Context: an optimization exercise on an open-source flow, tuned for small area, a short achievable clock period and few clock cycles per item. The choices shown serve that exercise and are no tape-out recipe.
At most, simulation tests tie the RTL to the original design; equivalence was not proved.
For runs 1 and 4 to 6, only the layout was checked, not whether the RTL still works.
No activity file was given, so power comes from the tool's default toggle rates.

**design/flow/config.mk**
```make
export PLATFORM = sky130hd
export DESIGN_NAME = boreal_ledger
export DESIGN_NICKNAME = boreal_ledger
export VERILOG_FILES = /design/flow/design.v
export SDC_FILE = /design/flow/constraint.sdc
export NUM_CORES = 4
export LEC_CHECK = 0
export CAP_MARGIN = 20
export CORE_MARGIN = 2
export CORE_UTILIZATION = 40
export CTS_CLUSTER_DIAMETER = 80
export CTS_CLUSTER_SIZE = 30
export SETUP_SLACK_MARGIN = 2.6
export SLEW_MARGIN = 20
```
**design/flow/constraint.sdc**
```tcl
create_clock -name core_clock -period 5.0 [get_ports {clk}]
set_input_delay 1.0000 -clock core_clock [delete_from_list [all_inputs] [get_ports {clk}]]
set_output_delay 1.0000 -clock core_clock [all_outputs]
set_load 0.01 [all_outputs]
```
**design/flow/design.v**
```verilog
package boreal_ledger_pkg;
  localparam logic [31:0] LEDGER_CHAIN_SEED = 32'hB0EA_1000;
  typedef logic [0:0] rd_state_t;
  localparam rd_state_t R_IDLE    = 1'b0;
  localparam rd_state_t R_PRESENT = 1'b1;
  localparam int CHAIN_LSB     = 0;
  localparam int COMMITTED_BIT = 32;
  localparam int POLICY_LSB    = 33;
  localparam int NONCE_LSB     = 65;
  localparam int OPCODE_LSB    = 97;
  localparam int SEQ_LSB       = 129;
  localparam int ENTRY_W       = 161;
  function automatic logic [31:0] ledger_chain_mix(
    input logic [31:0] chain,
    input logic [31:0] seq,
    input logic [31:0] opcode,
    input logic [31:0] nonce,
    input logic [31:0] policy_hash,
    input logic        committed
  );
    ledger_chain_mix = {chain[26:0], chain[31:27]} ^ seq ^ opcode ^ nonce ^ policy_hash
           ^ {31'b0, committed};
  endfunction
endpackage
import boreal_ledger_pkg::*;
module boreal_ledger_mem
#(
  parameter int NS = 15,
  parameter int FW = 97
) (
  input  logic          clk,
  input  logic [NS-1:0] we,
  input  logic [FW-1:0] wr_data,
  input  logic [NS-1:0] rd_sel,
  output logic [FW-1:0] rd_data
);
  logic [FW-1:0] mem [NS];
  always_ff @(posedge clk) begin
    for (int i = 0; i < NS; i++) begin
      if (we[i]) begin
        mem[i] <= wr_data;
      end
    end
  end
  always_comb begin
    rd_data = '0;
    for (int i = 0; i < NS; i++) begin
      rd_data = rd_data | (mem[i] & {FW{rd_sel[i]}});
    end
  end
endmodule
import boreal_ledger_pkg::*;
module boreal_ledger
#(
  parameter int DEPTH = 16,
  parameter int AW    = $clog2(DEPTH)
) (
  input  logic          clk,
  input  logic          rst,
  input  logic          ledger_wr_en,
  input  logic [31:0]   wr_opcode,
  input  logic [31:0]   wr_nonce,
  input  logic          wr_committed,
  input  logic [31:0]   wr_policy_hash,
  input  logic          rd_ready,
  output logic          rd_valid,
  output logic [31:0]   rd_seq,
  output logic [31:0]   rd_opcode,
  output logic [31:0]   rd_nonce,
  output logic [31:0]   rd_policy_hash,
  output logic          rd_committed,
  output logic [31:0]   rd_chain,
  output logic [AW:0]   ledger_count,
  output logic          ledger_full,
  output logic          overflow,
  output logic [15:0]   drop_count,
  output logic [31:0]   chain_head
);
  localparam int NS = DEPTH - 2;    
  localparam int FW = 97;           
  logic [31:0]   seq_ctr;           
  logic [AW:0]   queued;            
  logic [NS-1:0] wr_oh;             
  logic [NS-1:0] rd_oh;             
  logic [AW-1:0] ring_cnt;          
  logic          ring_any;          
  logic          nx_valid;          
  logic [FW-1:0] nx_fields;
  logic          pop;
  logic          wr_accept;
  logic          head_load;
  logic          nx_load;
  logic [31:0]   chain_next;
  logic [31:0]   seq_inc;
  logic [31:0]   head_chain;
  logic [AW:0]   count_next;
  logic [AW:0]   count_inc;
  logic [AW:0]   count_dec;
  logic [AW-1:0] ring_inc;
  logic [AW-1:0] ring_dec;
  logic          c_all1, c_all0, r_all1, r_all0;
  logic          full_next;
  logic          cnt_up;
  logic          cnt_dn;
  logic          ring_up;
  logic          ring_dn;
  logic [AW-1:0] ring_cnt_next;
  logic          ring_any_next;
  logic [NS-1:0] ring_we;
  logic [FW-1:0] wr_fields;
  logic [FW-1:0] rg_fields;
  assign pop = rd_valid && rd_ready;
  assign wr_accept = ledger_wr_en && (!ledger_full || rd_ready);
  assign head_load = nx_valid && (!rd_valid || rd_ready);
  assign nx_load   = ring_any && (!nx_valid || head_load);
  assign queued  = {1'b0, ring_cnt} + {{AW{1'b0}}, nx_valid} + 1'b1;
  assign seq_ctr = rd_seq + {{(31-AW){1'b0}}, queued};
  assign chain_next = boreal_ledger_pkg::ledger_chain_mix(chain_head, seq_ctr, wr_opcode,
                                       wr_nonce, wr_policy_hash,
                                       wr_committed);
  assign wr_fields = {wr_opcode, wr_nonce, wr_policy_hash, wr_committed};
  assign ring_we = wr_oh & {NS{!ledger_full || rd_ready}};
  boreal_ledger_mem #(
    .NS (NS),
    .FW (FW)
  ) u_mem (
    .clk     (clk),
    .we      (ring_we),
    .wr_data (wr_fields),
    .rd_sel  (rd_oh),
    .rd_data (rg_fields)
  );
  assign seq_inc    = rd_seq + 32'd1;
  assign head_chain = boreal_ledger_pkg::ledger_chain_mix(rd_chain, seq_inc, nx_fields[96:65],
                                       nx_fields[64:33], nx_fields[32:1],
                                       nx_fields[0]);
  always_comb begin
    c_all1 = 1'b1;
    c_all0 = 1'b1;
    for (int i = 0; i <= AW; i++) begin
      count_inc[i] = ledger_count[i] ^ c_all1;
      count_dec[i] = ledger_count[i] ^ c_all0;
      c_all1 = c_all1 & ledger_count[i];
      c_all0 = c_all0 & !ledger_count[i];
    end
    r_all1 = 1'b1;
    r_all0 = 1'b1;
    for (int i = 0; i < AW; i++) begin
      ring_inc[i] = ring_cnt[i] ^ r_all1;
      ring_dec[i] = ring_cnt[i] ^ r_all0;
      r_all1 = r_all1 & ring_cnt[i];
      r_all0 = r_all0 & !ring_cnt[i];
    end
  end
  assign cnt_up  = wr_accept && !pop;
  assign cnt_dn  = pop && !wr_accept;
  assign count_next = cnt_up ? count_inc : cnt_dn ? count_dec : ledger_count;
  assign full_next  = cnt_up ? (ledger_count == 5'd15) :
                      cnt_dn ? 1'b0 : ledger_full;
  assign ring_up  = wr_accept && !nx_load;
  assign ring_dn  = nx_load && !wr_accept;
  assign ring_cnt_next = ring_up ? ring_inc : ring_dn ? ring_dec : ring_cnt;
  assign ring_any_next = wr_accept || ring_cnt[AW-1:1] != '0 || (ring_cnt[0] && !nx_load);
  always_ff @(posedge clk) begin
    if (rst) begin
      chain_head   <= LEDGER_CHAIN_SEED;
      ledger_count <= '0;
      ledger_full  <= 1'b0;
      rd_valid     <= 1'b0;
      nx_valid     <= 1'b0;
      ring_any     <= 1'b0;
      ring_cnt     <= '0;
      overflow     <= 1'b0;
      drop_count   <= '0;
      rd_seq       <= '1;
      rd_chain     <= LEDGER_CHAIN_SEED;
      wr_oh        <= NS'(1);
      rd_oh        <= NS'(1);
    end else begin
      if (wr_accept) begin
        chain_head <= chain_next;
        wr_oh      <= {wr_oh[NS-2:0], wr_oh[NS-1]};
      end else if (ledger_wr_en) begin
        overflow <= 1'b1;
        if (drop_count != 16'hFFFF) begin
          drop_count <= drop_count + 16'd1;
        end
      end
      if (nx_load) begin
        rd_oh <= {rd_oh[NS-2:0], rd_oh[NS-1]};
      end
      if (head_load) begin
        rd_seq   <= seq_inc;
        rd_chain <= head_chain;
      end
      ledger_count <= count_next;
      ledger_full  <= full_next;
      rd_valid     <= head_load || (rd_valid && !rd_ready);
      nx_valid     <= nx_load || (nx_valid && !head_load);
      ring_any     <= ring_any_next;
      ring_cnt     <= ring_cnt_next;
    end
  end
  always_ff @(posedge clk) begin
    if (nx_load) begin
      nx_fields <= rg_fields;
    end
  end
  always_ff @(posedge clk) begin
    if (rst) begin
      {rd_opcode, rd_nonce, rd_policy_hash, rd_committed} <= '0;
    end else if (head_load) begin
      {rd_opcode, rd_nonce, rd_policy_hash, rd_committed} <= nx_fields;
    end
  end
endmodule
```
**design/flow/run.sh**
```bash
#!/bin/bash
# synth_recipe.tcl (not shown) runs the flow's synth.tcl, then flattens the netlist and writes it again
# the make line also repeats each setting of config.mk as NAME=value (left out here)
make -C /OpenROAD-flow-scripts/flow DESIGN_CONFIG=/design/flow/config.mk WORK_HOME=/design/flow/orfs CLKGATE_MAP_FILE= SYNTH_SCRIPT=/design/flow/synth_recipe.tcl finish
```
==> impl_metrics.yaml, run 1 <==
timing:
  setup_ws_ns: 2.49
  rsz0062_at_grt: "yes"
  period_share_pct: 50.1
  setup_viol: 0
  max_freq_mhz: 399
  tns_ns: 0
  fin_crit_ns: 2.51
  maxSlewHeadroom_pct: 17.7
  drv_slew: 0
  finalHoldViolCount: 0
  clock_skew_ns: 0.0621
  tightest_slew_ns: 1.23
synthesis:
  yosysWarnings: 3
  synth_nets: 4165
  ys_top_cells_by_area: "edfxtp_1, dfxtp_1, a22oi_1"
  synthCells: 4050
  synth_top_area_cell: "edfxtp_1"
  ys_types: 63
  synth_edf_count: 1455
  seq_area_frac_synth_pct: 76.5
  synthArstFlopShare_pct: 0
  yosysMostFrequentCell: "edfxtp_1"
  synth_top_area_share_pct: 68.6
  postSynthAreaPerCell_sq_um: 15.7
  syn-cell-area_sq_um: 63700
  synthTopCellsByCount: "edfxtp_1, nand2_1, a22oi_1, xnor2_1, dfxtp_1"
  ys_ff_latch: 1706
  synth_flop_cell: "edfxtp_1"
final_layout:
  layout.cells.non_filler: 6591
  num-nets-final: 4556
  utilization_pct: 47.2
  multi_input_area_sq_um: 14700
  regArea_sq_um: 49200
  drive_above_1_share_pct: 17.1
  fill_cells: 13600
  syn_to_final_growth_pct: 17.3
grt:
  grt_pass1_wl_mm: 299
  grt_usage_pct: 26.2
  grt_pass1_vias: 37376
  grtUsageMet3_pct: 7.37
  antenna_found_initial: 31
  grt_overflow_total: 0
  grt_max_degree: 93
  gr-max-usage-layer: "met2"
  use_met2_pct: 40.4
  grt_use_met1_pct: 36.4
worst_setup_path:
  cpPeakStageDelay_ns: 0.39
  critPathSlowestCell: "dfxtp_4"
  crit_top_cell: "inv_2"
  path_max_fanout: 4
  crit_path_cell_trace: "inv_2 > ha_4 > inv_2 > ha_4 > inv_2 > fa_2 > nor2b_4 > o211ai_1 > buf_4 > buf_12 > a21oi_4 > nand3_1 > a311oi_1"
  critPathLaunchType: "flip-flop"
  cp.arrival_ns: 3.18
  crit_type: "reg2reg"
  critPathCaptureType: "flip-flop"
  worstPathRequired_ns: 5.68
placed_design:
  hpwl_mm: 130
  dp_slack_ns: 1.39
  port_buffers: 317
  dp.cells: 6283
  place_congestion: 0.926
routing:
  wl_per_cell_microns: 33.3
  vias_per_cell: 6.06
  dr.pass1.iters: 5
  vias: 39944
  wirelength_mm: 219
  drc: 0
  ant_nets: 0
  drt-initial-drc-count: 6026
power_and_ir_drop:
  p_clk_share_pct: 24.9
  switchingPower_uw: 10900
  irDropWorstVdd_v: 0.000335
  p_comb_share_pct: 24.2
  p_leak_uw: 0.0240
  seqPwrFrac_pct: 50.9
  p_per_area_nw_per_um2: 459
  switching_share_pct: 31.7
  intPower_uw: 23400
floorplanning:
  io_pins: 318
  initial_utilization_pct: 40.3
  design.core.area_sq_um: 158000
  dieWidth_microns: 403
  placementRows: 146
  die_h_microns: 403
  die_area_sq_um: 162000
clock_tree:
  numCtsBuffers: 84
  cts_tree: "built"
  cts_buffer_depth: 3
  htreeDepth: 3
  path_clk_slew_ns: 0.11
  clock_latency_ns: 0.78
  root_buffer: "clkbuf_16"
  clock-sinks: 1706
  cts_hold_buf: 0
run_status:
  status: "timing/DRC/antenna clean"
worst_hold_path:
  hold_path_class: "reg2reg"
job:
  cap_viol_max_count: 0
repair_timing:
| action | in CTS | in global routing |
|---|---|---|
| pin swaps | 24 | 13 |
| gates resized for setup | 847 | 56 |
| setup buffers | 123 | 9 |
| cloned | 12 | 0 |
| setup endpoints to repair | 1345 | 77 |
per-layer routing:
layer  vias to the layer above  wire, microns
met4                        32           6270
met5                         -            194
met2                      2295          99200
li1                      16632              -
met3                       300          25900
met1                     20685          87700
power by group through the flow:
stage | Combinational (uW) | Sequential [uW] | Clock (uW)
after detailed placement | 7140 | 17900 | 0
after global routing | 8750 | 17500 | 9080
after CTS | 7990 | 17400 | 8610
after floorplan | 4520 | 17100 | 0
final | 8310 | 17400 | 8530
after global placement | 7090 | 17900 | 0
cells in the final DEF, fill, tap and decap left out, types with 10 or more instances in the layout:
cell type,instances
clkdlybuf4s50_1,78
clkbuf_1,16
edfxtp_1,1455
nor2_1,78
clkdlybuf4s15_2,79
nand2b_1,24
buf_2,42
dfxtp_4,111
a22oi_1,388
clkbuf_16,86
a211oi_1,39
dlymetal6s2s_1,14
nand2_1,390
and2_4,14
a221oi_1,194
nor3_1,36
buf_4,195
nand3_1,28
ha_4,10
dfxtp_1,101
clkinv_8,15
a21oi_1,150
a22o_1,97
xor2_1,45
clkdlybuf4s15_1,57
nor4_1,15
o21ai_0,19
dfxtp_2,39
and2_2,11
dlygate4sd2_1,37
inv_6,10
buf_12,36
xnor2_1,285
nand4_1,121
sequential cells by signal, indices dropped and copies added, names as in the netlist, 32 cells and up:
| signal | cells |
|---|---|
| rd_seq | 32 |
| rd_opcode | 32 |
| rd_chain | 32 |
| chain_head | 32 |
| rd_policy_hash | 32 |
| rd_nonce | 32 |
| nx_fields | 97 |
| u_mem.mem | 1358 |
worst paths after layout:
| path | from | endpoint | slack [ns] | cells after the start |
|---|---|---|---|---|
| worst min register to register | rd_policy_hash[19]$_SDFFE_PP0P_ | rd_policy_hash[19]$_SDFFE_PP0P_ | 0.46 | 2 |
| worst max register to register | rd_seq[0]$_SDFFE_PP1P_ | chain_head[20]$_SDFFE_PP0P_ | 2.49 | 13 |
| worst min-delay path | rd_policy_hash[19]$_SDFFE_PP0P_ | rd_policy_hash[19]$_SDFFE_PP0P_ | 0.46 | 2 |
| worst max-delay path | rd_seq[0]$_SDFFE_PP1P_ | chain_head[20]$_SDFFE_PP0P_ | 2.49 | 13 |
worst max-delay path, delay by kind of cell, from the launching register on:
family,cells,cell delay [ns]
AOI/OAI and AO/OA,3,0.57
adders and majority gates,3,0.69
buffers and inverters,5,0.48
DFF,1,0.39
and+or+nand+nor,2,0.29
stage by stage:
stage / hold slack [ns] / instance area, sq um / power, uW
after floorplan: 0.436 / 64000 / 21600
after global placement: 0.444 / 69900 / 25000
after detailed placement: 0.447 / 69900 / 25000
after CTS: 0.459 / 74400 / 34000
after global routing: 0.470 / 74700 / 35300
final: 0.456 / 74700 / 34300
logic make-up (layout without fill, tap and decap cells):
family | Yosys count | count (layout) | synth area share (%)
AOI/OAI and AO/OA | 921 | 921 | 10.8
buffers and inverters | 270 | 718 | 1.67
muxes | 3 | 3 | 0.0471
xor gates and xnor gates | 352 | 352 | 4.84
and+or+nand+nor | 784 | 796 | 5.89
adders and majority gates | 14 | 14 | 0.287
DFF | 1706 | 1706 | 76.5
other | 0 | 9 | 0
layout make-up:
type | count | share of cell area (%)
multi-input cells | 2086 | 19.6
well taps | 2072 | 3.47
clock buffers | 102 | 2.96
inverters | 10 | 0.0670
clock inverters | 53 | 0.991
flip-flops and latches | 1706 | 65.8
repair buffers | 553 | 7.06
diodes | 9 | 0.0301
==> inputs of run 2 (changes only) <==
--- a/design/flow/design.v
+++ b/design/flow/design.v
@@ -78,8 +78,7 @@
 );
   localparam int NS = DEPTH - 2;    
   localparam int FW = 97;           
-  logic [31:0]   seq_ctr;           
-  logic [AW:0]   queued;            
+  logic [31:0]   seq_ctr;
   logic [NS-1:0] wr_oh;             
   logic [NS-1:0] rd_oh;             
   logic [AW-1:0] ring_cnt;          
@@ -113,8 +112,6 @@
   assign wr_accept = ledger_wr_en && (!ledger_full || rd_ready);
   assign head_load = nx_valid && (!rd_valid || rd_ready);
   assign nx_load   = ring_any && (!nx_valid || head_load);
-  assign queued  = {1'b0, ring_cnt} + {{AW{1'b0}}, nx_valid} + 1'b1;
-  assign seq_ctr = rd_seq + {{(31-AW){1'b0}}, queued};
   assign chain_next = boreal_ledger_pkg::ledger_chain_mix(chain_head, seq_ctr, wr_opcode,
                                        wr_nonce, wr_policy_hash,
                                        wr_committed);
@@ -163,6 +160,7 @@
   assign ring_any_next = wr_accept || ring_cnt[AW-1:1] != '0 || (ring_cnt[0] && !nx_load);
   always_ff @(posedge clk) begin
     if (rst) begin
+      seq_ctr      <= '0;
       chain_head   <= LEDGER_CHAIN_SEED;
       ledger_count <= '0;
       ledger_full  <= 1'b0;
@@ -178,6 +176,7 @@
       rd_oh        <= NS'(1);
     end else begin
       if (wr_accept) begin
+        seq_ctr    <= seq_ctr + 32'd1;
         chain_head <= chain_next;
         wr_oh      <= {wr_oh[NS-2:0], wr_oh[NS-1]};
       end else if (ledger_wr_en) begin
@@ -205,11 +204,7 @@
     if (nx_load) begin
       nx_fields <= rg_fields;
     end
-  end
-  always_ff @(posedge clk) begin
-    if (rst) begin
-      {rd_opcode, rd_nonce, rd_policy_hash, rd_committed} <= '0;
-    end else if (head_load) begin
+    if (head_load) begin
       {rd_opcode, rd_nonce, rd_policy_hash, rd_committed} <= nx_fields;
     end
   end
--- a/design/flow/config.mk
+++ b/design/flow/config.mk
@@ -8,7 +8,7 @@
 export CAP_MARGIN = 20
 export CORE_MARGIN = 2
 export CORE_UTILIZATION = 40
-export CTS_CLUSTER_DIAMETER = 80
+export CTS_CLUSTER_DIAMETER = 100
 export CTS_CLUSTER_SIZE = 30
-export SETUP_SLACK_MARGIN = 2.6
+export SETUP_SLACK_MARGIN = 2.7
 export SLEW_MARGIN = 20
==> run 2 against run 1 <==
Sequential share of layout area increased by 3.3 points. Critical path type is now reg2out. Global-route usage down 1.5 points. Utilization is 1.0 points lower. Die area is 0.59% higher. Clock power down 16%. Count of clock-buffer cells in the layout is 4 lower. Via count shrank 3.9%. Fmax is 2.9% higher. Sequential cell count is 32 higher. Highest routed layer unchanged. First-iteration DRC count fell by 15%. Critical endpoint is now rd_opcode[8]. Largest power group unchanged. Still clean on timing, DRC and antenna. Synthesized cell count shrank 5.7%.
==> impl_metrics.yaml, run 2 <==
synthesis:
  yosysMostFrequentCell: "edfxtp_1"
  ys_types: 62
  synthTopCellsByCount: "edfxtp_1, a22oi_1, xnor2_1, nand2_1, a221oi_1"
  synth_adder_area_share_pct: 0.0976
  synth_top_area_cell: "edfxtp_1"
  yosysWarnings: 3
  synth_top_family_by_area: "compound AO/OA/AOI/OAI gates"
  synth_edf_count: 1552
  ys_top_cells_by_area: "edfxtp_1, dfxtp_1, a22oi_1"
  synth_nets: 3924
  synthXorXnorAreaFrac_pct: 4.53
  synth_mux_area_share_pct: 0.0625
  seq_area_frac_synth_pct: 78.5
  synth-compound-area-share_pct: 9.62
  synth_simple_gate_area_share_pct: 5.81
  synth_flop_cell: "edfxtp_1"
  synthArstFlopShare_pct: 0
  synthCells: 3818
  synth_top_area_share_pct: 72.7
  postSynthAreaPerCell_sq_um: 16.8
  ys_ff_latch: 1738
  syn-cell-area_sq_um: 64100
final_layout:
  layout_common_cells: "edfxtp_1, a22oi_1, nand2_1"
  syn_to_final_growth_pct: 14.5
  final_common_cell: "edfxtp_1"
  fill_cells: 13595
  num-nets-final: 4349
  drive_above_1_share_pct: 17.9
  fin_area_sq_um: 73400
  regArea_sq_um: 50700
  largest_reg_flops: 1358
  multi_input_area_sq_um: 13400
  utilization_pct: 46.2
  top_register: "u_mem.mem"
  top_regs: "u_mem.mem (1358), nx_fields (97)"
worst_setup_path:
  critPathBufInv: 1
  worstPathRequired_ns: 4.00
  crit_path_cell_trace: "buf_2"
  cpPeakStageDelay_ns: 0.50
  critPathLaunchType: "flip-flop"
  crit_type: "reg2out"
  path_max_fanout: 1
  critPathSlowestCell: "edfxtp_1"
  critPathCaptureType: "primary output"
  cp_top_family: "flip-flops"
  cp.arrival_ns: 1.43
power_and_ir_drop:
  p_per_area_nw_per_um2: 411
  irDropWorstVdd_v: 0.000289
  p_leak_uw: 0.0235
  intPower_uw: 21700
  switchingPower_uw: 8480
  seqPwrFrac_pct: 57.6
  p_clk_share_pct: 23.8
  switching_share_pct: 28.1
  p_comb_share_pct: 18.6
grt:
  grt_pass1_vias: 35946
  grt_usage_pct: 24.7
  grt_max_degree: 113
  grt_pass1_wl_mm: 285
  grt_overflow_total: 0
  antenna_found_initial: 25
run_status:
  status: "timing/DRC/antenna clean"
clock_tree:
  clock-sinks: 1738
  cts_tree: "built"
  path_clk_slew_ns: 0.11
  htreeDepth: 3
  numCtsBuffers: 69
  root_buffer: "clkbuf_16"
  cts_hold_buf: 0
  clock_latency_ns: 0.74
  cts_buffer_depth: 3
timing:
  setup_viol: 0
  tns_ns: 0
  setup_ws_ns: 2.57
  max_freq_mhz: 411
  whs_ns: 0.472
  maxSlewHeadroom_pct: 20.4
  period_share_pct: 48.7
  clock_skew_ns: 0.0389
  drv_slew: 0
  tightest_slew_ns: 1.19
  finalHoldViolCount: 0
  rsz0062_at_grt: "yes"
  fin_crit_ns: 2.43
floorplanning:
  initial_utilization_pct: 40.4
  io_pins: 318
  die_h_microns: 404
  design.core.area_sq_um: 159000
  dieWidth_microns: 404
  placementRows: 146
  die_area_sq_um: 163000
routing:
  drc: 0
  ant_nets: 0
  wl_per_cell_microns: 32.9
  vias: 38393
  vias_per_cell: 6.04
  wirelength_mm: 209
  drt-initial-drc-count: 5130
  dr.pass1.iters: 6
placed_design:
  place_congestion: 0.827
  place_area_sq_um: 70200
  port_buffers: 317
  dp_slack_ns: 1.49
  hpwl_mm: 119
worst_hold_path:
  hold_path_class: "reg2reg"
job:
  cap_viol_max_count: 0
==> run 2: cell types whose count changed after synthesis, moves of 18 or more <==
| cell | delta |
|---|---|
| edfxtp_1 | +97 |
| a211oi_1 | -20 |
| clkbuf_1 | -42 |
| nand3b_1 | +18 |
| dfxtp_1 | -65 |
| xnor2_1 | -53 |
| nand2_1 | -154 |
| a21oi_1 | -86 |
| xor2_1 | +30 |
| nor2_1 | +42 |
==> run 2: per-stage QoR <==
step / total power [uW] / cells
after CTS: 30000 / 6339
final: 30100 / 6357
after floorplan: 20400 / 3818
after global routing: 31000 / 6355
after global placement: 22800 / 6081
after detailed placement: 22900 / 6081
==> run 2: routing by layer <==
metal	GRT usage (%)	wire, microns	up-vias
met5	0	119	-
met4	8.61	7720	16
met3	4.80	20900	281
met2	38.3	96300	2193
met1	34.8	84200	19929
li1	-	-	15974
==> run 2: what timing repair did <==
action,4_1_cts,5_1_grt
hold endpoints to repair,0,0
gates resized for setup,1137,36
cloned,16,0
endpoints found under the setup margin,1538,110
buffers inserted,133,14
pin swaps,19,6
==> run 2: area by class of cell <==
cell class              instances  share of cell area (%)
diodes                          4                  0.0136
repair buffers                554                    6.28
inverters                       9                  0.0869
flip-flops and latches       1738                    69.1
clock buffers                  98                    2.62
clock inverters                11                   0.160
multi-input cells            1871                    18.2
well taps                    2072                    3.53
==> run 2: worst paths after layout <==
kind              slack (ns)  depth (start not counted)                   endpoint               startpoint
setup reg to reg        2.69                          5  rd_chain[18]$_SDFFE_PP0P_  nx_fields[19]$_DFFE_PP_
hold reg to reg         0.47                          2      overflow$_SDFFE_PP0P_    overflow$_SDFFE_PP0P_
hold / removal          0.47                          2      overflow$_SDFFE_PP0P_    overflow$_SDFFE_PP0P_
setup / recovery        2.57                          1               rd_opcode[8]   rd_opcode[8]$_DFFE_PP_
==> run 2: power by group through the flow <==
stage                     Clock [uW]  Sequential, uW  Combinational (uW)
after floorplan                    0           17400                2930
after global placement             0           17800                5020
after detailed placement           0           17800                5050
after CTS                       7260           17400                5360
after global routing            7690           17400                5960
final                           7180           17400                5610
==> run 2: cell families (layout without fill, tap and decap cells) <==
family                   Yosys count  after routing
adder cells (fa/ha/maj)            5              5
buffers and inverters            225            672
XOR/XNOR                         330            330
AND/OR/NAND/NOR                  718            734
flip-flops                      1738           1738
AO/OA/AOI/OAI                    798            798
multiplexers                       4              4
other                              0              4
Testbench counts of run 2, summed over its fixed seeds: cycles 13,362, items 12,000.
==> inputs of run 3 (changes only) <==
==> design/flow/flow/run.sh (new file) <==
#!/bin/bash
# The standard layout, with plain buffers (buf_2) instead of the default
# delay-type cell on the ports. Full tool output goes to standard.log here and
# to the ORFS logs under orfs/logs/.
set -euo pipefail
bash standard.sh "BUFFER_PORTS_ARGS=-buffer_cell sky130_fd_sc_hd__buf_2" finish > standard.log 2>&1
==> design/flow/standard.sh (new file) <==
#!/bin/bash
# synth_recipe.tcl (not shown) runs the flow's synth.tcl, then flattens the netlist and writes it again
# the make line also repeats each setting of config.mk as NAME=value (left out here)
make -C /OpenROAD-flow-scripts/flow DESIGN_CONFIG=/design/flow/config.mk WORK_HOME=/design/flow/orfs CLKGATE_MAP_FILE= SYNTH_SCRIPT=/design/flow/synth_recipe.tcl "${@:-finish}"
removed: design/flow/run.sh
==> run 3 against run 2 <==
Combinational power is 5.0% lower. Count of clock-buffer cells in the layout down 4. Setup slack got worse by 0.073 ns. Global-route usage shrank 0.65 points. Die area stayed put. Hold slack worse by 0.0030 ns. Non-clock buffer count shrank 68. Register-to-register slack hardly changed. Sequential cell count stayed put. Fmax is 2.9% lower. Final area is 1.8% lower. Still clean on timing, DRC and antenna. Highest routed layer unchanged. Sequential share of layout area increased by 1.3 points.
==> impl_metrics.yaml, run 3 <==
synthesis:
  synthCells: 3818
  synth_top_area_cell: "edfxtp_1"
  ys_top_cells_by_area: "edfxtp_1, dfxtp_1, a22oi_1"
  synthArstFlopShare_pct: 0
  synth_nets: 3924
  ys_ff_latch: 1738
  yosysMostFrequentCell: "edfxtp_1"
  synth_edf_count: 1552
  synthTopCellsByCount: "edfxtp_1, a22oi_1, xnor2_1, nand2_1, a221oi_1"
  postSynthAreaPerCell_sq_um: 16.8
  synth_top_area_share_pct: 72.7
  yosysWarnings: 3
  synth_flop_cell: "edfxtp_1"
  ys_types: 62
  seq_area_frac_synth_pct: 78.5
  syn-cell-area_sq_um: 64100
timing:
  rsz0062_at_grt: "yes"
  setup_viol: 0
  fin_crit_ns: 2.51
  drv_slew: 0
  tightest_slew_ns: 1.13
  finalHoldViolCount: 0
  tns_ns: 0
  period_share_pct: 50.1
  clock_skew_ns: 0.0540
  max_freq_mhz: 399
  maxSlewHeadroom_pct: 24.0
clock_tree:
  clock-sinks: 1738
  numCtsBuffers: 70
  htreeDepth: 3
  path_clk_slew_ns: 0.12
  root_buffer: "clkbuf_16"
  clock_latency_ns: 0.74
  cts_buffer_depth: 3
  cts_tree: "built"
run_status:
  status: "timing/DRC/antenna clean"
floorplanning:
  io_pins: 318
  dieWidth_microns: 404
  placementRows: 146
  initial_utilization_pct: 40.4
  die_h_microns: 404
  die_area_sq_um: 163000
  design.core.area_sq_um: 159000
routing:
  drt-initial-drc-count: 5202
  wl_met1_mm: 80.5
  wirelength_mm: 204
  wl_met3_mm: 21.5
  wl_per_cell_microns: 32.4
  dr.max_layer_used: "met5"
  dr.pass1.iters: 6
  drc: 0
  vias_per_cell: 6.03
  ant_nets: 0
  vias: 37858
  wl_met2_mm: 94.1
final_layout:
  final_common_cell: "edfxtp_1"
  layout_common_cells: "edfxtp_1, a22oi_1, buf_2"
  layout.cells.non_filler: 6275
  largest_reg_flops: 1358
  drive_above_1_share_pct: 18.0
  num-nets-final: 4267
  syn_to_final_growth_pct: 12.4
  top_regs: "u_mem.mem (1358), nx_fields (97)"
  top_register: "u_mem.mem"
worst_setup_path:
  critPathCaptureType: "flip-flop"
  crit_path_cell_trace: "buf_2 > nand2b_4 > and2_4 > buf_4"
  cp.arrival_ns: 2.91
  rrSetupSlack_ns: 2.70
  critPathLaunchType: "input port"
  crit_type: "in2reg"
  path_max_fanout: 47
  worstPathRequired_ns: 5.40
  cpPeakStageDelay_ns: 0.94
  critPathSlowestCell: "and2_4"
grt:
  grt_pass1_wl_mm: 279
  grt_usage_pct: 24.0
  antenna_found_initial: 33
  grt_pass1_vias: 36161
  grt_overflow_total: 0
  grt_max_degree: 128
placed_design:
  port_buffers: 317
  place_congestion: 0.815
  dp.cells: 6063
  hpwl_mm: 117
worst_hold_path:
  hold_path_class: "reg2reg"
job:
  cap_viol_max_count: 0
power_and_ir_drop:
  irDropWorstVdd_v: 0.000289
  p_per_area_nw_per_um2: 415
  p_leak_uw: 0.0230
-- run 3: cell types whose count changed in the layout (fill, tap and decap cells not counted), moves of 13 or more --
cell,delta
buf_2,+101
xor2_2,-13
and2_2,-14
buf_4,-56
xor2_1,+14
clkdlybuf4s50_1,-85
-- run 3: final timing paths --
check / start / endpoint / depth (start not counted)
setup / recovery: rd_ready / u_mem.mem[7][83]$_DFFE_PP_ / 4
hold / removal: wr_oh[2]$_SDFFE_PP0P_ / wr_oh[3]$_SDFFE_PP0P_ / 2
setup reg to reg: ledger_full$_SDFFE_PP0P_ / u_mem.mem[7][83]$_DFFE_PP_ / 3
hold reg to reg: wr_oh[2]$_SDFFE_PP0P_ / wr_oh[3]$_SDFFE_PP0P_ / 2
-- run 3: worst max-delay path, delay by kind of cell --
family / cells / cell delay [ns]
simple gates: 2 / 1.26
buf+inv: 2 / 0.62
-- run 3: where the power goes --
group          leakage [uW]  switching, uW  internal (uW)
clock network      0.000994           4430           2780
registers            0.0158            684          16700
logic               0.00623           3300           2030
-- run 3: metrics by stage --
stage	worst slack (ns)	total power (uW)	hold slack (ns)	area [sq um]	util, %
4_1_cts	2.57	29900	0.461	71600	45.1
2_1_floorplan	2.43	20400	0.438	64300	-
3_5_place_dp	1.77	22500	0.456	68400	43.1
3_3_place_gp	1.81	22500	0.455	68400	43.1
6_report	2.49	29900	0.469	72100	45.4
5_1_grt	2.51	30900	0.479	72000	45.4
-- run 3: layout make-up --
cell class,count,area (sq um)
repair buffers,486,3540
diodes,9,22.5
multi-input cells,1856,13100
fillers,13765,86700
clock inverters,11,149
well taps,2072,2590
flip-flops and latches,1738,50700
clock buffers,94,1910
inverters,9,58.8
-- run 3: kinds of logic after synthesis --
| group | count (synthesis) | share of synthesized area, % |
|---|---|---|
| XOR/XNOR | 330 | 4.53 |
| adder cells (fa/ha/maj) | 5 | 0.0976 |
| AO/OA/AOI/OAI | 798 | 9.62 |
| buffers and inverters | 225 | 1.35 |
| AND/OR/NAND/NOR | 718 | 5.81 |
| multiplexers | 4 | 0.0625 |
| flip-flops | 1738 | 78.5 |
-- run 3: what timing repair did --
action / CTS / global route
gates resized for setup: 220 / 29
setup buffers: 71 / 25
hold buffers: 0 / 0
pin swaps: 4 / 5
cloned: 1 / 1
setup endpoints to repair: 671 / 703
-- run 3: layer usage --
metal  track usage, %  up-vias
li1                 -    15819
met1             33.6    19671
met2             37.7     2072
met3             4.94      266
met4             7.66       30
met5                0        -
==> inputs of run 4 (changes only) <==
--- a/design/flow/design.v
+++ b/design/flow/design.v
@@ -204,7 +204,11 @@
     if (nx_load) begin
       nx_fields <= rg_fields;
     end
-    if (head_load) begin
+  end
+  always_ff @(posedge clk) begin
+    if (rst) begin
+      {rd_opcode, rd_nonce, rd_policy_hash, rd_committed} <= '0;
+    end else if (head_load) begin
       {rd_opcode, rd_nonce, rd_policy_hash, rd_committed} <= nx_fields;
     end
   end
--- a/design/flow/config.mk
+++ b/design/flow/config.mk
@@ -8,7 +8,7 @@
 export CAP_MARGIN = 20
 export CORE_MARGIN = 2
 export CORE_UTILIZATION = 40
-export CTS_CLUSTER_DIAMETER = 100
+export CTS_CLUSTER_DIAMETER = 80
 export CTS_CLUSTER_SIZE = 30
 export SETUP_SLACK_MARGIN = 2.7
 export SLEW_MARGIN = 20
==> run 4 against run 3 <==
Synthesized cell count rose by 8.9%. Cell count rose by 6.2%. Fmax rose by 3.8%. Hold slack got worse by 0.011 ns. First-iteration DRC count rose by 7.1%. Routed wire length rose by 4.5%. Via count rose by 5.5%. Register-to-register slack barely moved. Global-route usage rose by 1.1 points. Clock power rose by 6.2%.
==> impl_metrics.yaml, run 4 <==
synthesis:
  synthCells: 4156
  synthTopCellsByCount: "edfxtp_1, nand2_1, a22oi_1, dfxtp_1, xnor2_1"
  yosysWarnings: 3
  ys_ff_latch: 1738
  synth_edf_count: 1455
  ys_types: 51
  synth_top_area_share_pct: 67.9
  ys_top_cells_by_area: "edfxtp_1, dfxtp_1, a22oi_1"
  syn-cell-area_sq_um: 64300
  seq_area_frac_synth_pct: 76.7
  synth_flop_cell: "edfxtp_1"
  synth_nets: 4262
  synth_top_area_cell: "edfxtp_1"
  synthArstFlopShare_pct: 0
  yosysMostFrequentCell: "edfxtp_1"
  postSynthAreaPerCell_sq_um: 15.5
worst_setup_path:
  cp.arrival_ns: 2.79
  path_max_fanout: 49
  crit_type: "in2reg"
  r2r_end: "nx_fields[73]$_DFFE_PP_"
  critPathCaptureType: "flip-flop"
  critPathLaunchType: "input port"
  worstPathRequired_ns: 5.37
  rrSetupSlack_ns: 2.71
  rr_startpoint: "rd_oh[10]$_SDFFE_PP0P_"
  rr_worst_depth: 5
routing:
  vias: 39936
  drc: 0
  drt-initial-drc-count: 5570
  ant_nets: 0
  vias_per_cell: 5.99
  wl_per_cell_microns: 31.9
  dr.pass1.iters: 6
  wirelength_mm: 213
clock_tree:
  cts_tree: "built"
  root_buffer: "clkbuf_16"
  cts_buffer_depth: 3
  htreeDepth: 3
  path_clk_slew_ns: 0.11
  clock_latency_ns: 0.72
  cts_hold_buf: 0
  clock-sinks: 1738
  numCtsBuffers: 75
power_and_ir_drop:
  p_per_area_nw_per_um2: 413
  finalPower_uw: 30000
  irDropWorstVdd_v: 0.000266
  p_leak_uw: 0.0234
timing:
  tightest_slew_ns: 1.20
  clock_skew_ns: 0.0425
  fin_crit_ns: 2.42
  max_freq_mhz: 414
  rsz0062_at_grt: "yes"
  tns_ns: 0
  maxSlewHeadroom_pct: 19.6
  period_share_pct: 48.3
  drv_slew: 0
  finalHoldViolCount: 0
  whs_ns: 0.459
  setup_viol: 0
final_layout:
  layout_common_cells: "edfxtp_1, nand2_1, a22oi_1"
  drive_above_1_share_pct: 16.9
  multi_input_area_sq_um: 14200
  syn_to_final_growth_pct: 12.7
  fill_cells: 14040
  final_common_cell: "edfxtp_1"
  num-nets-final: 4558
  top_regs: "u_mem.mem (1358), nx_fields (97)"
  regArea_sq_um: 49700
  top_register: "u_mem.mem"
  largest_reg_flops: 1358
run_status:
  status: "timing/DRC/antenna clean"
floorplanning:
  placementRows: 147
  die_h_microns: 405
  dieWidth_microns: 405
  die_area_sq_um: 164000
  initial_utilization_pct: 40.2
  design.core.area_sq_um: 160000
  io_pins: 318
placed_design:
  place_congestion: 0.826
  port_buffers: 317
  hpwl_mm: 126
worst_hold_path:
  holdCritStartpoint: "rd_nonce[20]$_SDFFE_PP0P_"
  whs_path_depth: 2
  hold_path_class: "reg2reg"
  hold_end: "rd_nonce[20]$_SDFFE_PP0P_"
grt:
  grt_pass1_vias: 36758
  grt_max_degree: 124
  grt_usage_pct: 25.1
  antenna_found_initial: 46
  grt_overflow_total: 0
  grt_pass1_wl_mm: 290
job:
  cap_viol_max_count: 0
[run 4: changes by cell type in the layout (fill, tap and decap cells not counted), sizes merged, moves of 10 or more]
cell and delta:
nand2 +226, o211ai +10, nand2b -24, edfxtp -97, a21oi +107, buf -22, inv +11, clkinv +11
xor2 -22, xnor2 +11, or3 +10, dfxtp +97, o21ai +16, nor2 -18
[run 4: area by class of cell]
| class | count | share of cell area [%] |
|---|---|---|
| repair buffers | 469 | 4.93 |
| inverters | 13 | 0.0811 |
| clock buffers | 87 | 2.71 |
| multi-input cells | 2155 | 19.5 |
| well taps | 2160 | 3.73 |
| flip-flops and latches | 1738 | 68.5 |
| diodes | 7 | 0.0241 |
| clock inverters | 34 | 0.524 |
[run 4: worst max-delay path: stages]
cell and delay (ns):
buf_2 0.15, nand2b_4 0.30, and2_4 0.78, buf_12 0.40
[run 4: worst max path at each step]
| stage | slack, ns | cells past startpoint | endpoint | start |
|---|---|---|---|---|
| 2_1_floorplan | 2.43 | 10 | ledger_count[4]$_SDFFE_PP0P_ | rd_ready |
| 3_3_place_gp | 1.90 | 4 | u_mem.mem[9][40]$_DFFE_PP_ | rd_ready |
| 3_5_place_dp | 1.90 | 4 | u_mem.mem[11][51]$_DFFE_PP_ | rd_ready |
| 4_1_cts | 2.65 | 5 | nx_fields[8]$_DFFE_PP_ | rd_oh[8]$_SDFFE_PP0P_ |
| 5_1_grt | 2.58 | 4 | u_mem.mem[11][28]$_DFFE_PP_ | rd_ready |
| 6_report | 2.58 | 4 | u_mem.mem[11][49]$_DFFE_PP_ | rd_ready |
[run 4: cell families (layout without fill, tap and decap cells)]
kind of cell	count (synthesis)	after routing	synth area share [%]
DFF	1738	1738	76.7
AOI/OAI and AO/OA	922	922	10.5
and+or+nand+nor	907	907	6.66
xor gates and xnor gates	319	319	4.36
buffers and inverters	263	603	1.61
adders and majority gates	5	5	0.0972
muxes	2	2	0.0311
other	0	7	0
[run 4: where the power goes]
| part | switching, uW | leakage [uW] | internal (uW) |
|---|---|---|---|
| Combinational | 3270 | 0.00663 | 1880 |
| Clock | 4600 | 0.00114 | 3060 |
| Sequential | 713 | 0.0156 | 16500 |
| Total | 8580 | 0.0234 | 21400 |
[run 4: per-stage QoR]
step / cell area [sq um] / utilization [%] / worst slack (ns) / std cells
final: 72500 / 45.3 / 2.58 / 6663
after global routing: 72500 / 45.3 / 2.58 / 6656
after CTS: 72100 / 45.0 / 2.65 / 6624
after detailed placement: 68700 / 42.9 / 1.90 / 6456
after global placement: 68700 / 42.9 / 1.90 / 6456
after floorplan: 64500 / - / 2.43 / 4156
[run 4: repair_timing]
item	4_1_cts	5_1_grt
setup endpoints to repair	298	339
setup buffers	44	30
pin swaps	19	15
gates cloned	3	2
resized for setup	191	23
[run 4: layer usage]
layer / wire [microns] / vias to the layer above / track usage [%]
li1: - / 16773 / -
met1: 84000 / 20610 / 34.5
met2: 97900 / 2221 / 39.7
met3: 23300 / 290 / 5.53
met4: 7180 / 42 / 8.20
met5: 250 / - / 0
==> inputs of run 5 (changes only) <==
--- a/design/flow/config.mk
+++ b/design/flow/config.mk
@@ -7,7 +7,7 @@
 export LEC_CHECK = 0
 export CAP_MARGIN = 20
 export CORE_MARGIN = 2
-export CORE_UTILIZATION = 40
+export CORE_UTILIZATION = 55
 export CTS_CLUSTER_DIAMETER = 80
 export CTS_CLUSTER_SIZE = 30
 export SETUP_SLACK_MARGIN = 2.7
==> run 5 against run 4 <==
Count of clock-buffer cells in the layout rose by 3. Via count fell by 0.17%. Synthesized cell count did not move. Sequential cell count did not move.
==> impl_metrics.yaml, run 5 <==
final_layout:
  largest_reg_flops: 1358
  drive_above_1_share_pct: 16.2
  layout_common_cells: "edfxtp_1, nand2_1, a22oi_1"
  final_common_cell: "edfxtp_1"
  syn_to_final_growth_pct: 11.0
  num-nets-final: 4554
  top_register: "u_mem.mem"
  utilization_pct: 61.6
  top_regs: "u_mem.mem (1358), nx_fields (97)"
clock_tree:
  path_clk_slew_ns: 0.11
  cts_tree: "built"
  cts_hold_buf: 0
  numCtsBuffers: 73
  clock_latency_ns: 0.70
  cts_buffer_depth: 3
  clock-sinks: 1738
  root_buffer: "clkbuf_16"
  htreeDepth: 3
routing:
  vias_per_cell: 6.63
  wirelength_mm: 207
  drt-initial-drc-count: 5911
  ant_nets: 0
  drc: 0
  dr.pass1.iters: 5
  vias: 39869
  wl_per_cell_microns: 34.4
timing:
  max_freq_mhz: 398
  finalHoldViolCount: 0
  fin_crit_ns: 2.51
  tightest_slew_ns: 1.12
  tns_ns: 0
  clock_skew_ns: 0.0354
  maxSlewHeadroom_pct: 24.9
  rsz0062_at_grt: "yes"
  setup_viol: 0
  period_share_pct: 50.2
  whs_ns: 0.458
  setup_ws_ns: 2.49
  drv_slew: 0
power_and_ir_drop:
  p_leak_uw: 0.0233
  p_per_area_nw_per_um2: 415
  irDropWorstVdd_v: 0.000312
  finalPower_uw: 29700
synthesis:
  synthTopCellsByCount: "edfxtp_1, nand2_1, a22oi_1, dfxtp_1, xnor2_1"
  seq_area_frac_synth_pct: 76.7
  syn-cell-area_sq_um: 64300
  postSynthAreaPerCell_sq_um: 15.5
  synth_edf_count: 1455
  synth_flop_cell: "edfxtp_1"
  synth_top_area_cell: "edfxtp_1"
  synth_nets: 4262
  synthArstFlopShare_pct: 0
  ys_top_cells_by_area: "edfxtp_1, dfxtp_1, a22oi_1"
  yosysMostFrequentCell: "edfxtp_1"
  ys_types: 51
  synth_top_area_share_pct: 67.9
  ys_ff_latch: 1738
  yosysWarnings: 3
  synthCells: 4156
grt:
  grt_max_degree: 136
  grt_pass1_vias: 36357
  antenna_found_initial: 31
  grt_pass1_wl_mm: 285
  grt_overflow_total: 0
  grt_usage_pct: 33.8
floorplanning:
  initial_utilization_pct: 55.5
  die_h_microns: 346
  dieWidth_microns: 346
  placementRows: 125
  die_area_sq_um: 120000
  design.core.area_sq_um: 116000
  io_pins: 318
worst_setup_path:
  critPathCaptureType: "flip-flop"
  cp.arrival_ns: 2.86
  cpPeakStageDelay_ns: 0.84
  rr_worst_depth: 3
  crit_path_cell_trace: "buf_2 > nand2b_4 > and2_4 > buf_4"
  rrSetupSlack_ns: 2.63
  worstPathRequired_ns: 5.35
  critPathSlowestCell: "and2_4"
  r2r_end: "u_mem.mem[5][44]$_DFFE_PP_"
  rr_startpoint: "ledger_full$_SDFFE_PP0P_"
  path_max_fanout: 44
  crit_type: "in2reg"
  critPathLaunchType: "input port"
placed_design:
  dp_slack_ns: 1.60
  hpwl_mm: 120
  place_congestion: 0.881
  port_buffers: 317
run_status:
  status: "timing/DRC/antenna clean"
worst_hold_path:
  hold_end: "rd_policy_hash[19]$_SDFFE_PP0P_"
  whs_path_depth: 2
  holdCritStartpoint: "rd_policy_hash[19]$_SDFFE_PP0P_"
  hold_path_class: "reg2reg"
job:
  cap_viol_max_count: 0
==> run 5: routing by layer <==
metal	vias up	wire, microns	share of wire, %	track usage (%)
li1	16734	-	-	-
met2	2253	94700	46	52.2
met4	18	6710	3.2	10.4
met5	-	112	0.054	0
met3	236	23100	11	6.17
met1	20628	82300	40	49.4
==> run 5: logic make-up after synthesis <==
kind of cell / count (synthesis) / synth area share (%)
flops: 1738 / 76.7
compound gates: 922 / 10.5
simple gates: 907 / 6.66
xor+xnor: 319 / 4.36
buf+inv: 263 / 1.61
fa+ha+maj: 5 / 0.0972
mux: 2 / 0.0311
==> run 5: layout make-up <==
type | instances | area (sq um)
fillers | 8761 | 44600
clock buffers | 90 | 1900
clock inverters | 20 | 258
multi-input cells | 2156 | 14200
flip-flops and latches | 1738 | 49600
inverters | 13 | 62.6
diodes | 4 | 10.0
repair buffers | 466 | 3460
well taps | 1524 | 1910
==> run 5: worst max path at each step <==
stage	start	endpoint	slack, ns	cells past startpoint
final	rd_ready	u_mem.mem[5][44]$_DFFE_PP_	2.49	4
after detailed placement	rd_ready	ledger_count[4]$_SDFFE_PP0P_	1.60	10
after CTS	rd_ready	u_mem.mem[5][39]$_DFFE_PP_	2.54	4
after floorplan	rd_ready	ledger_count[4]$_SDFFE_PP0P_	2.43	10
after global placement	rd_ready	ledger_count[4]$_SDFFE_PP0P_	1.64	10
after global routing	rd_ready	u_mem.mem[5][44]$_DFFE_PP_	2.49	4
==> run 5: worst max-delay path: cells and delay by family <==
family	cells	cell delay [ns]
simple gates	2	1.17
buf+inv	2	0.60
==> run 5: through the flow <==
stage | instances | instance area, sq um
final | 6011 | 71500
after global routing | 6007 | 71400
after CTS | 5981 | 71000
after detailed placement | 5827 | 67900
after global placement | 5827 | 67900
after floorplan | 4156 | 64500
==> run 5: where the power goes <==
group,leakage [uW],internal (uW),switching [uW]
sequential,0.0156,16400,680
combinational,0.00660,1860,3300
clock,0.00105,2900,4470
==> run 5: timing repair <==
item / in CTS / in global routing
endpoints found under the setup margin: 345 / 576
hold endpoints to repair: 0 / 0
setup buffers: 41 / 25
gates cloned: 3 / 1
pin swaps: 16 / 11
gates resized for setup: 141 / 53
==> inputs of run 6 (changes only) <==
--- a/design/flow/config.mk
+++ b/design/flow/config.mk
@@ -7,8 +7,8 @@
 export LEC_CHECK = 0
 export CAP_MARGIN = 20
 export CORE_MARGIN = 2
-export CORE_UTILIZATION = 55
-export CTS_CLUSTER_DIAMETER = 80
-export CTS_CLUSTER_SIZE = 30
-export SETUP_SLACK_MARGIN = 2.7
+export CORE_UTILIZATION = 40
+export CTS_CLUSTER_DIAMETER = 100
+export CTS_CLUSTER_SIZE = 25
+export SETUP_SLACK_MARGIN = 2.8
 export SLEW_MARGIN = 20
==> run 6 against run 5 <==
Final area up 5.9%. Sequential share of layout area down 3.6 points. Count of clock-buffer cells in the layout up 20. Clock power up 2.7%. Die area up 37%. Cell count up 14%. Critical path depth unchanged. Via count up 3.2%. Highest routed layer unchanged. Clock skew up 0.018 ns. Largest cell class unchanged. Setup slack better by 0.16 ns. Global-route usage down 7.7 points.
==> impl_metrics.yaml, run 6 <==
timing:
  max_freq_mhz: 426
  fin_crit_ns: 2.35
  clock_skew_ns: 0.0531
  rsz0062_at_grt: "yes"
  tns_ns: 0
  tightest_slew_ns: 1.27
  finalHoldViolCount: 0
  whs_ns: 0.460
  setup_viol: 0
  maxSlewHeadroom_pct: 14.8
  period_share_pct: 46.9
  drv_slew: 0
synthesis:
  syn-cell-area_sq_um: 64300
  synthArstFlopShare_pct: 0
  synthCells: 4156
  seq_area_frac_synth_pct: 76.7
  synth_simple_gate_area_share_pct: 6.66
  postSynthAreaPerCell_sq_um: 15.5
  synth_mux_area_share_pct: 0.0311
  synth-compound-area-share_pct: 10.5
  synth_top_family_by_area: "compound AO/OA/AOI/OAI gates"
  synth_adder_area_share_pct: 0.0972
  ys_top_cells_by_area: "edfxtp_1, dfxtp_1, a22oi_1"
  synthTopCellsByCount: "edfxtp_1, nand2_1, a22oi_1, dfxtp_1, xnor2_1"
  synth_top_area_cell: "edfxtp_1"
  yosysWarnings: 3
  ys_ff_latch: 1738
  ys_types: 51
  synth_edf_count: 1455
  synthXorXnorAreaFrac_pct: 4.36
  synth_flop_cell: "edfxtp_1"
  synth_top_area_share_pct: 67.9
  yosysMostFrequentCell: "edfxtp_1"
  synth_nets: 4262
routing:
  drc: 0
  wirelength_mm: 224
  dr.pass1.iters: 10
  ant_nets: 0
  vias_per_cell: 6.02
  vias: 41149
  wl_per_cell_microns: 32.7
  drt-initial-drc-count: 5960
placed_design:
  hpwl_mm: 124
  place_congestion: 0.853
  dp.cells: 6463
  place_area_sq_um: 68700
  port_buffers: 317
floorplanning:
  die_area_sq_um: 164000
  initial_utilization_pct: 40.2
  io_pins: 318
  die_h_microns: 405
  dieWidth_microns: 405
  placementRows: 147
  design.core.area_sq_um: 160000
final_layout:
  syn_to_final_growth_pct: 17.6
  drive_above_1_share_pct: 22.1
  layout_common_cells: "edfxtp_1, nand2_1, a22oi_1"
  largest_reg_flops: 1358
  fin_area_sq_um: 75700
  top_register: "u_mem.mem"
  top_regs: "u_mem.mem (1358), nx_fields (97)"
  num-nets-final: 4739
  final_common_cell: "edfxtp_1"
  layout.cells.non_filler: 6837
worst_hold_path:
  hold_path_class: "reg2reg"
clock_tree:
  path_clk_slew_ns: 0.09
  cts_tree: "built"
  clock-sinks: 1738
  htreeDepth: 3
  root_buffer: "clkbuf_16"
  cts_hold_buf: 0
  cts_buffer_depth: 3
  clock_latency_ns: 0.74
  numCtsBuffers: 80
worst_setup_path:
  cp_top_family: "simple AND/OR/NAND/NOR gates"
  critPathCaptureType: "flip-flop"
  crit_path_cell_trace: "buf_12 > nand2b_4 > and2_4 > buf_4"
  critPathBufInv: 2
  critPathLaunchType: "flip-flop"
  cp.arrival_ns: 2.73
  worstPathRequired_ns: 5.38
  cpPeakStageDelay_ns: 0.80
  critPathSlowestCell: "and2_4"
  crit_type: "reg2reg"
  path_max_fanout: 39
grt:
  grt_max_degree: 122
  grt_overflow_total: 0
  grt_pass1_vias: 37525
  grt_usage_pct: 26.2
  antenna_found_initial: 63
  grt_pass1_wl_mm: 301
job:
  cap_viol_max_count: 0
power_and_ir_drop:
  finalPower_uw: 30600
  p_per_area_nw_per_um2: 404
  irDropWorstVdd_v: 0.000263
  p_leak_uw: 0.0247
run_status:
  status: "timing/DRC/antenna clean"
## run 6: cell counts after synthesis
No cell type changed its count.
## run 6: metrics by stage
step           setup slack, ns  utilization (%)
4_1_cts                   2.60             46.8
5_1_grt                   2.68             47.2
3_5_place_dp              1.55             42.9
3_3_place_gp              1.47             42.9
2_1_floorplan             2.43                -
6_report                  2.65             47.3
## run 6: per-layer routing
| metal | vias up | global-route usage, % | wire (microns) | part of all wire (%) |
|---|---|---|---|---|
| li1 | 17148 | - | - | - |
| met1 | 21150 | 35.7 | 85200 | 38 |
| met2 | 2434 | 41.2 | 104000 | 46 |
| met3 | 361 | 5.31 | 25100 | 11 |
| met4 | 56 | 10.4 | 9640 | 4.3 |
| met5 | - | 0 | 325 | 0.15 |
## run 6: final timing paths
check / from / endpoint / slack, ns / cells after the start
worst min-delay path: rd_nonce[16]$_SDFFE_PP0P_ / rd_nonce[16]$_SDFFE_PP0P_ / 0.46 / 2
worst max-delay path: ledger_full$_SDFFE_PP0P_ / u_mem.mem[2][21]$_DFFE_PP_ / 2.65 / 4
worst max register to register: ledger_full$_SDFFE_PP0P_ / u_mem.mem[2][21]$_DFFE_PP_ / 2.65 / 4
worst min register to register: rd_nonce[16]$_SDFFE_PP0P_ / rd_nonce[16]$_SDFFE_PP0P_ / 0.46 / 2
## run 6: cell type report
cell class              instances  area, sq um
diodes                          9         22.5
inverters                      13         68.8
clock inverters                 7         78.8
clock buffers                 110         2180
flip-flops and latches       1738        49900
fillers                     13640        84500
multi-input cells            2173        14400
well taps                    2160         2700
repair buffers                627         6380
## run 6: cells by family (layout without fill, tap and decap cells)
group,count (synthesis),in the layout
compound gates,922,922
xor+xnor,319,319
mux,2,2
simple gates,907,925
fa+ha+maj,5,5
flops,1738,1738
buf+inv,263,757
other cells,0,9
## run 6: what timing repair did
| action | CTS | global route |
|---|---|---|
| setup endpoints to repair | 738 | 918 |
| gates cloned | 18 | 6 |
| resized for setup | 568 | 45 |
| setup buffers | 174 | 50 |
| pin swaps | 26 | 26 |
## run 6: worst register-to-register path, stage by stage, from the launching register on
cell and delay (ns):
dfxtp_4 0.37, buf_12 0.14, nand2b_4 0.13, and2_4 0.80
buf_4 0.56
## run 6: where the power goes
part           switching [uW]  internal, uW  total, uW
clock network            4470          3090       7570
logic                    3500          2380       5880
registers                 654         16500      17100
==> inputs of run 7 (changes only) <==
--- a/design/flow/design.v
+++ b/design/flow/design.v
@@ -81,6 +81,8 @@
   logic [31:0]   seq_ctr;
   logic [NS-1:0] wr_oh;             
   logic [NS-1:0] rd_oh;             
+  logic [NS-1:0] wr_free;           
+  logic [NS-1:0] wr_oh_next;
   logic [AW-1:0] ring_cnt;          
   logic          ring_any;          
   logic          nx_valid;          
@@ -116,7 +118,8 @@
                                        wr_nonce, wr_policy_hash,
                                        wr_committed);
   assign wr_fields = {wr_opcode, wr_nonce, wr_policy_hash, wr_committed};
-  assign ring_we = wr_oh & {NS{!ledger_full || rd_ready}};
+  assign ring_we = wr_free | (wr_oh & {NS{rd_ready}});
+  assign wr_oh_next = wr_accept ? {wr_oh[NS-2:0], wr_oh[NS-1]} : wr_oh;
   boreal_ledger_mem #(
     .NS (NS),
     .FW (FW)
@@ -173,12 +176,12 @@
       rd_seq       <= '1;
       rd_chain     <= LEDGER_CHAIN_SEED;
       wr_oh        <= NS'(1);
+      wr_free      <= NS'(1);
       rd_oh        <= NS'(1);
     end else begin
       if (wr_accept) begin
         seq_ctr    <= seq_ctr + 32'd1;
         chain_head <= chain_next;
-        wr_oh      <= {wr_oh[NS-2:0], wr_oh[NS-1]};
       end else if (ledger_wr_en) begin
         overflow <= 1'b1;
         if (drop_count != 16'hFFFF) begin
@@ -194,6 +197,8 @@
       end
       ledger_count <= count_next;
       ledger_full  <= full_next;
+      wr_oh        <= wr_oh_next;
+      wr_free      <= wr_oh_next & {NS{!full_next}};
       rd_valid     <= head_load || (rd_valid && !rd_ready);
       nx_valid     <= nx_load || (nx_valid && !head_load);
       ring_any     <= ring_any_next;
--- a/design/flow/config.mk
+++ b/design/flow/config.mk
@@ -8,7 +8,7 @@
 export CAP_MARGIN = 20
 export CORE_MARGIN = 2
 export CORE_UTILIZATION = 40
-export CTS_CLUSTER_DIAMETER = 100
-export CTS_CLUSTER_SIZE = 25
-export SETUP_SLACK_MARGIN = 2.8
+export CTS_CLUSTER_DIAMETER = 80
+export CTS_CLUSTER_SIZE = 30
+export SETUP_SLACK_MARGIN = 2.7
 export SLEW_MARGIN = 20
==> run 7 against run 6 <==
Final area is 2.2% lower. Cell count fell by 1.0%. Utilization fell by 1.1 points. Routed wire length is 5.2% lower. Count of clock-buffer cells in the layout down 16. Combinational power shrank 6.0%. Register-to-register slack improved by 0.03 ns. Critical path depth is 1 higher. Synthesized cell count is 0.58% higher. Hold slack worse by 0.0031 ns. Via count is 2.4% lower. Largest power group unchanged. Die area rose by 0.61%.
==> impl_metrics.yaml, run 7 <==
run_status:
  status: "timing/DRC/antenna clean"
final_layout:
  utilization_pct: 46.1
  top_regs: "u_mem.mem (1358), nx_fields (97)"
  largest_reg_flops: 1358
  top_register: "u_mem.mem"
  final_common_cell: "edfxtp_1"
  layout.cells.non_filler: 6767
  num-nets-final: 4655
  layout_common_cells: "edfxtp_1, nand2_1, a22oi_1"
  syn_to_final_growth_pct: 14.4
  fill_cells: 13918
  drive_above_1_share_pct: 18.9
placed_design:
  place_congestion: 0.860
  dp.cells: 6492
  hpwl_mm: 122
  dp_slack_ns: 1.35
  port_buffers: 317
power_and_ir_drop:
  p_leak_uw: 0.0241
  switching_share_pct: 28.8
  intPower_uw: 21800
  irDropWorstVdd_v: 0.000321
  p_clk_share_pct: 25.6
  seqPwrFrac_pct: 56.3
  finalPower_uw: 30600
  p_comb_share_pct: 18.1
  switchingPower_uw: 8810
  p_per_area_nw_per_um2: 413
job:
  cap_viol_max_count: 0
clock_tree:
  cts_hold_buf: 0
  numCtsBuffers: 76
  htreeDepth: 3
  cts_tree: "built"
  cts_buffer_depth: 3
  path_clk_slew_ns: 0.11
  clock_latency_ns: 0.74
  clock-sinks: 1752
  root_buffer: "clkbuf_16"
routing:
  vias_per_cell: 5.94
  ant_nets: 0
  drt-initial-drc-count: 5477
  wirelength_mm: 212
  drc: 0
  wl_per_cell_microns: 31.4
  dr.pass1.iters: 6
  vias: 40177
grt:
  grt_pass1_vias: 36951
  grt_usage_pct: 25.1
  antenna_found_initial: 55
  grt_pass1_wl_mm: 292
  grt_max_degree: 94
  grt_overflow_total: 0
synthesis:
  synthTopCellsByCount: "edfxtp_1, nand2_1, a22oi_1, dfxtp_1, xnor2_1"
  yosysWarnings: 3
  synth_nets: 4287
  seq_area_frac_synth_pct: 76.7
  yosysMostFrequentCell: "edfxtp_1"
  synth_top_area_share_pct: 67.5
  synth_edf_count: 1455
  syn-cell-area_sq_um: 64700
  synth_flop_cell: "edfxtp_1"
  postSynthAreaPerCell_sq_um: 15.5
  ys_types: 55
  ys_top_cells_by_area: "edfxtp_1, dfxtp_1, a22oi_1"
  synthCells: 4180
  synthArstFlopShare_pct: 0
  ys_ff_latch: 1752
  synth_top_area_cell: "edfxtp_1"
worst_setup_path:
  critPathCaptureType: "flip-flop"
  critPathLaunchType: "flip-flop"
  path_max_fanout: 28
  crit_path_cell_trace: "buf_16 > a22oi_1 > nand2_1 > a221oi_1 > nand4_1"
  cpPeakStageDelay_ns: 0.54
  crit_type: "reg2reg"
  critPathBufInv: 1
  cp_top_family: "simple AND/OR/NAND/NOR gates"
  rrSetupSlack_ns: 2.68
  cp.arrival_ns: 2.61
  worstPathRequired_ns: 5.29
  critPathSlowestCell: "nand4_1"
timing:
  period_share_pct: 46.4
  fin_crit_ns: 2.32
  setup_viol: 0
  tns_ns: 0
  drv_slew: 0
  tightest_slew_ns: 1.11
  maxSlewHeadroom_pct: 25.8
  finalHoldViolCount: 0
  clock_skew_ns: 0.0409
  rsz0062_at_grt: "yes"
  setup_ws_ns: 2.68
  max_freq_mhz: 431
floorplanning:
  placementRows: 147
  die_h_microns: 406
  io_pins: 318
  dieWidth_microns: 406
  die_area_sq_um: 165000
  initial_utilization_pct: 40.3
  design.core.area_sq_um: 161000
worst_hold_path:
  hold_path_class: "reg2reg"
## run 7: layout make-up
cell class	instances	area (sq um)	share of cell area, %
Inverter	16	67.6	0.0912
Antenna cell	12	30.0	0.0405
Sequential cell	1752	50000	67.6
Clock inverter	31	493	0.666
Tap cell	2160	2700	3.65
Timing Repair Buffer	542	4300	5.80
Clock buffer	94	1970	2.66
Multi-Input combinational cell	2160	14500	19.5
## run 7: final timing paths
| path | cells past startpoint | startpoint | to |
|---|---|---|---|
| worst min register to register | 2 | rd_nonce[14]$_SDFFE_PP0P_ | rd_nonce[14]$_SDFFE_PP0P_ |
| worst min-delay path | 2 | rd_nonce[14]$_SDFFE_PP0P_ | rd_nonce[14]$_SDFFE_PP0P_ |
| worst max-delay path | 5 | rd_oh[0]$_SDFFE_PP1P_ | nx_fields[60]$_DFFE_PP_ |
| worst max register to register | 5 | rd_oh[0]$_SDFFE_PP1P_ | nx_fields[60]$_DFFE_PP_ |
## run 7: power groups by stage
stage	clock (uW)	sequential, uW	combinational [uW]
floorplan	0	17400	2910
global placement	0	17700	4740
detailed placement	0	17700	4800
CTS	7940	17200	5420
global route	8400	17300	5900
finish	7830	17200	5530
## run 7: cells by family (layout without fill, tap and decap cells)
family | after synthesis | count (layout) | synth area share [%]
and+or+nand+nor | 883 | 883 | 6.37
AOI/OAI and AO/OA | 928 | 928 | 10.6
muxes | 19 | 19 | 0.294
other | 0 | 12 | 0
xor gates and xnor gates | 324 | 324 | 4.38
buffers and inverters | 268 | 683 | 1.58
DFF | 1752 | 1752 | 76.7
adders and majority gates | 6 | 6 | 0.116
## run 7: worst min-delay path, cell delays in order, from the launching register on
cell	delay, ns
dfxtp_1	0.32
nand2_1	0.05
a21oi_1	0.05
## run 7: per-stage QoR
stage | hold slack (ns) | instance area, sq um
4_1_cts | 0.462 | 73700
6_report | 0.457 | 74100
3_3_place_gp | 0.440 | 69300
2_1_floorplan | 0.437 | 65000
5_1_grt | 0.477 | 74000
3_5_place_dp | 0.446 | 69300
## run 7: what timing repair did
action,in CTS,in global routing
hold endpoints to repair,0,0
pin swaps,13,12
gates resized for setup,266,19
cloned,6,0
setup endpoints to repair,599,109
setup buffers,102,30
## run 7: routing by layer
metal	up-vias	track usage (%)	routed length (microns)
li1	17031	-	-
met4	44	9.31	8790
met2	2164	38.8	95700
met3	292	5.50	23200
met5	-	0	276
met1	20646	34.7	84100
Testbench counts of run 7, summed over its fixed seeds: cycles 13,362, items 12,000.

==> port drivers added, routing unchanged <==
No port has a modelled driver above. Below, the same layouts with a new extraction and two added sets of constraints.
Step 1: set_driving_cell puts a clkbuf_16 on clk and a buf_2 on each other input, an assumption about the parent block.
Step 2 moves the port delays by t, midway between the first and last clock arrival at a register: inputs arrive t later, outputs are due t later. That takes back most of the time a late clock gives input paths.
Three values: ideal ports, drivers, drivers and shift; two values: the first two.
run	t, ns	setup WS [ns]	worst register clock-pin slew, ns
run 1	0.828	2.495 / 2.482 / 1.654	0.12 / 0.12
run 2	0.812	2.566 / 2.477 / 1.884	0.12 / 0.12
run 3	0.792	2.493 / 2.555 / 1.763	0.12 / 0.12
run 4	0.786	2.584 / 2.626 / 1.848	0.12 / 0.12
run 5	0.764	2.489 / 2.494 / 1.730	0.12 / 0.12
run 6	0.798	2.653 / 2.635 / 1.843	0.11 / 0.11
run 7	0.820	2.680 / 2.652 / 2.035	0.12 / 0.12
After both steps setup and hold are still met in every run listed. The setup slack of run 1, which loses most, moves by -0.013 ns with the drivers and by -0.841 ns with both steps.
